This design comes from an exercise in tuning for a short achievable clock period and few clock cycles per item on the open sky130 flow, not from production work. RTL that was checked went through simulation tests only; none was proved equivalent to the original. The flow treats the clock pin as an ideal source. Dropping or thinning the clock tree relies on that and would not hold on a real chip. Power and IR drop assume default switching activity.

// dma_write_top
module dma_write_top (
    input  logic                   clk,
    input  logic                   reset,
    input  logic                   desc_push,
    input  logic [31:0]            desc_control,
    input  logic [31:0]            desc_pkt_begin,
    input  logic [31:0]            desc_pkt_end,
    input  logic [31:0]            desc_write_address,
    output logic                   desc_full,
    input  logic                   data_push,
    input  avalon_pkg::bus_word_t  data_in,
    output logic                   data_full,
    output avalon_pkg::bus_addr_t  avm_address,
    output avalon_pkg::bus_word_t  avm_writedata,
    output logic                   avm_write,
    output avalon_pkg::burst_cnt_t avm_burstcount,
    input  logic                   avm_waitrequest,
    output logic                   busy,
    output logic                   done_irq,
    output logic [15:0]            xfer_count,
    output logic [15:0]            drop_count
);
For scale: about 790 flip-flops, roughly 280 I/O pins, ~27000 um2 of cells after synthesis.
Settings: LEC_CHECK=0, CAP_MARGIN=20, CORE_MARGIN=2, CORE_UTILIZATION=40, SETUP_SLACK_MARGIN=3.5, SLEW_MARGIN=20; clock period 5.0 ns.
standard.sh (not shown) runs the stock make flow with config.mk's settings and CLKGATE_MAP_FILE= SYNTH_SCRIPT=/design/flow/synth_recipe.tcl, a recipe that flattens the netlist after the stock synthesis.
==> flow/flow/run.sh <==
#!/bin/bash
# The standard layout, except that the clock tree is built by flow/pre_cts.tcl.
# ORFS writes each step's log under orfs/logs; make's own output goes to standard_flow.log.
set -euo pipefail
export PRE_CTS_TCL="$PWD/flow/pre_cts.tcl"
bash standard.sh > standard_flow.log 2>&1
Other scripts of this flow, unchanged in this note and not shown: flow/flow/clock_tree.tcl, flow/flow/pre_cts.tcl
The first run passed the timing, DRC and antenna checks.
==> next run, changes <==
--- a/flow/design.v
+++ b/flow/design.v
@@ -287,45 +287,47 @@
     assign w_x = beg_w ^ end_w;
     always_comb begin
         ck_one = w_x[0];
         for (int i = 0; i < 7; i++) begin
             ck_one = ck_one && !(w_x[i+1] ^ (w_x[i] && beg_w[i]));
         end
     end
-    logic        c2_v, c2_irq, c2_ok, c2_one;
+    logic        c2_v, c2_irq, c2_al, c2_eq, c2_eq1, c2_gt, c2_lt, c2_ok, c2_one;
     logic [4:0]  c2_lo;
-    logic [3:0]  c2_hi0, c2_hi1;
+    logic [3:0]  c2_ehi, c2_bhi;
     logic [7:0]  c2_cnt;
     logic [31:0] c2_adr;
     always_ff @(posedge clk) begin
         c2_irq <= di_irq;
         c2_adr <= di_adr;
         c2_lo  <= cnt_lo;
-        c2_hi0 <= end_w[7:4] - beg_w[7:4];
-        c2_hi1 <= end_w[7:4] + ~beg_w[7:4];
+        c2_ehi <= end_w[7:4];
+        c2_bhi <= beg_w[7:4];
         c2_one <= ck_one;
-        c2_ok  <= ck_al && ((ck_eq && (end_w > beg_w)) || (ck_eq1 && (end_w < beg_w)));
+        c2_al  <= ck_al;
+        c2_eq  <= ck_eq;
+        c2_eq1 <= ck_eq1;
+        c2_gt  <= (end_w > beg_w);
+        c2_lt  <= (end_w < beg_w);
         if (!reset) c2_v <= 1'b0;
         else        c2_v <= di_v;
     end
-    assign c2_cnt = {c2_lo[4] ? c2_hi1 : c2_hi0, c2_lo[3:0]};
-    function automatic logic [15:0] inc16(input logic [15:0] x);
-        for (int i = 0; i < 16; i++) inc16[i] = x[i] ^ (&(x | ~((16'd1 << i) - 16'd1)));
-    endfunction
+    assign c2_ok  = c2_al && ((c2_eq && c2_gt) || (c2_eq1 && c2_lt));
+    assign c2_cnt = {c2_ehi - c2_bhi - {3'd0, c2_lo[4]}, c2_lo[3:0]};
     logic dq_push, c2_drop;
     assign dq_push = c2_v && c2_ok;
     assign c2_drop = c2_v && !c2_ok;
     logic [15:0] drop_p1;  
     always_ff @(posedge clk) begin
         if (!reset) begin
             drop_count <= 16'd0;
             drop_p1    <= 16'd1;
         end else if (c2_drop) begin
             drop_count <= drop_p1;
-            drop_p1    <= inc16(drop_p1);
+            drop_p1    <= drop_p1 + 16'd1;
         end
     end
     logic [31:0]   dq_adr [DQ];
     logic [7:0]    dq_cnt [DQ];
     logic [DQ-1:0] dq_irq, dq_one;
     logic [DQ-1:0] dq_wp, dq_rp;    
     logic [DQ-1:0] dq_n;            
@@ -357,26 +359,21 @@
     logic        cur_v, cur_irq, cur_last;
     logic [31:0] cur_adr;
     logic [7:0]  cur_cnt, cur_left;
     logic        sv, s_last, s_irq;
     logic [31:0] s_adr, s_d;
     logic [7:0]  s_cnt;
     logic        ov, ov_i, o_last, o_irq;  
-    localparam int NG = 9;                 
-    logic [NG-1:0] ov_g, hold_g;
-    logic        rst_q;                    
-    logic        inc_r;                    
     logic [31:0] o_adr, o_d;
     logic [7:0]  o_cnt;
     logic fire, load, hold, acc;
     assign fire = cur_v && xq_n[0] && !sv;
     assign load = dq_n[0] && (!cur_v || (fire && cur_last));
     assign hold = ov_i && avm_waitrequest;
     assign acc  = ov_i && !avm_waitrequest;
-    assign hold_g = ov_g & {NG{avm_waitrequest}};
     always_ff @(posedge clk) begin
         for (int i = 0; i < DQ; i++) begin
             if (dq_push && dq_wp[i]) begin
                 dq_adr[i] <= c2_adr;
                 dq_cnt[i] <= c2_cnt;
                 dq_irq[i] <= c2_irq;
                 dq_one[i] <= c2_one;
@@ -465,50 +462,42 @@
             s_irq  <= cur_irq;
         end
         if (!reset) sv <= 1'b0;
         else        sv <= hold && (sv || fire);
     end
     logic [15:0] xfer_p1;  
     always_ff @(posedge clk) begin
-        rst_q <= reset;
-        for (int k = 0; k < 4; k++) begin
-            if (!rst_q)            o_d[8*k +: 8] <= '0;
-            else if (!hold_g[k])   o_d[8*k +: 8] <= sv ? s_d[8*k +: 8] : xh_d[8*k +: 8];
-            if (!rst_q)            o_adr[8*k +: 8] <= '0;
-            else if (!hold_g[4+k]) o_adr[8*k +: 8] <= sv ? s_adr[8*k +: 8] : cur_adr[8*k +: 8];
-        end
-        if (!rst_q) begin
+        if (!reset) begin
+            o_d    <= '0;
+            o_adr  <= '0;
             o_cnt  <= '0;
             o_last <= 1'b0;
             o_irq  <= 1'b0;
-        end else if (!hold_g[8]) begin
+        end else if (!hold) begin
+            o_d    <= sv ? s_d    : xh_d;
+            o_adr  <= sv ? s_adr  : cur_adr;
             o_cnt  <= sv ? s_cnt  : cur_cnt;
             o_last <= sv ? s_last : cur_last;
             o_irq  <= sv ? s_irq  : cur_irq;
         end
         if (!reset) begin
             ov         <= 1'b0;
             ov_i       <= 1'b0;
-            ov_g       <= '0;
             busy       <= 1'b0;
             done_irq   <= 1'b0;
-            inc_r      <= 1'b0;
             xfer_count <= 16'd0;
             xfer_p1    <= 16'd1;
         end else begin
             ov       <= (ov && avm_waitrequest) || sv || fire;
             ov_i     <= hold || sv || fire;
-            for (int k = 0; k < NG; k++) ov_g[k] <= hold_g[k] || sv || fire;
-            busy     <= hold || sv || fire || (cur_v && !(fire && cur_last)) || load
-                     || (acc && o_last);
+            busy     <= hold || sv || fire || (cur_v && !(fire && cur_last)) || load;
             done_irq <= acc && o_last && o_irq;
-            inc_r    <= acc && o_last;
-            if (inc_r) begin
+            if (acc && o_last) begin
                 xfer_count <= xfer_p1;
-                xfer_p1    <= inc16(xfer_p1);
+                xfer_p1    <= xfer_p1 + 16'd1;
             end
         end
     end
     assign avm_write      = ov;
     assign avm_address    = o_adr;
     assign avm_writedata  = o_d;
     assign avm_burstcount = {8'd0, o_cnt};
After rerunning: Cell area rose by about 3.2%. Sequential power fell by about 2%. Fmax fell by 1.5%. Combinational power rose by about 20%. Via count fell by about 1%. Worst setup slack is worse by 28 ps. Sequential share of layout area fell by 4.2 points. Final cell count fell by about 1%. Routed wire length rose by about 6.6%. Synthesized area fell by about 4.7%. Worst hold slack barely changes. Die area fell by 4.6%. Power is about the same.
Testbench counts after the change, summed over its fixed seeds: cycles 34,223, items 2,400.
No functional check of the RTL was part of the first run of this note. No run of this note takes its clock network from TritonCTS; it comes from the design's own scripts or RTL.

port drivers added, routing unchanged:
Ports are ideal in the flow. The routed layouts listed here were re-timed in OpenROAD. Step 1 sets driving cells, clkbuf_16 on the clock port and buf_2 on the other inputs (assumed; they add their load-dependent delay and slew). Step 2 also shifts input and output timing later by t, the mid clock arrival at the registers, as if the neighbouring blocks saw the same clock. a / b / c = ideal ports / drivers / drivers and shift; a / b = the first two.
run	shift t [ns]	slack for setup (ns)	latest minus earliest clock arrival (ns)
the first run	0.486	3.126 / 3.013 / 2.933	0.023 / 0.022
the second run	0.497	3.098 / 3.019 / 2.700	0.031 / 0.031
After both steps setup and hold are still met in every run listed. For the second run, which loses most, drivers alone change the setup slack by -0.079 ns; drivers and shift together by -0.398 ns.
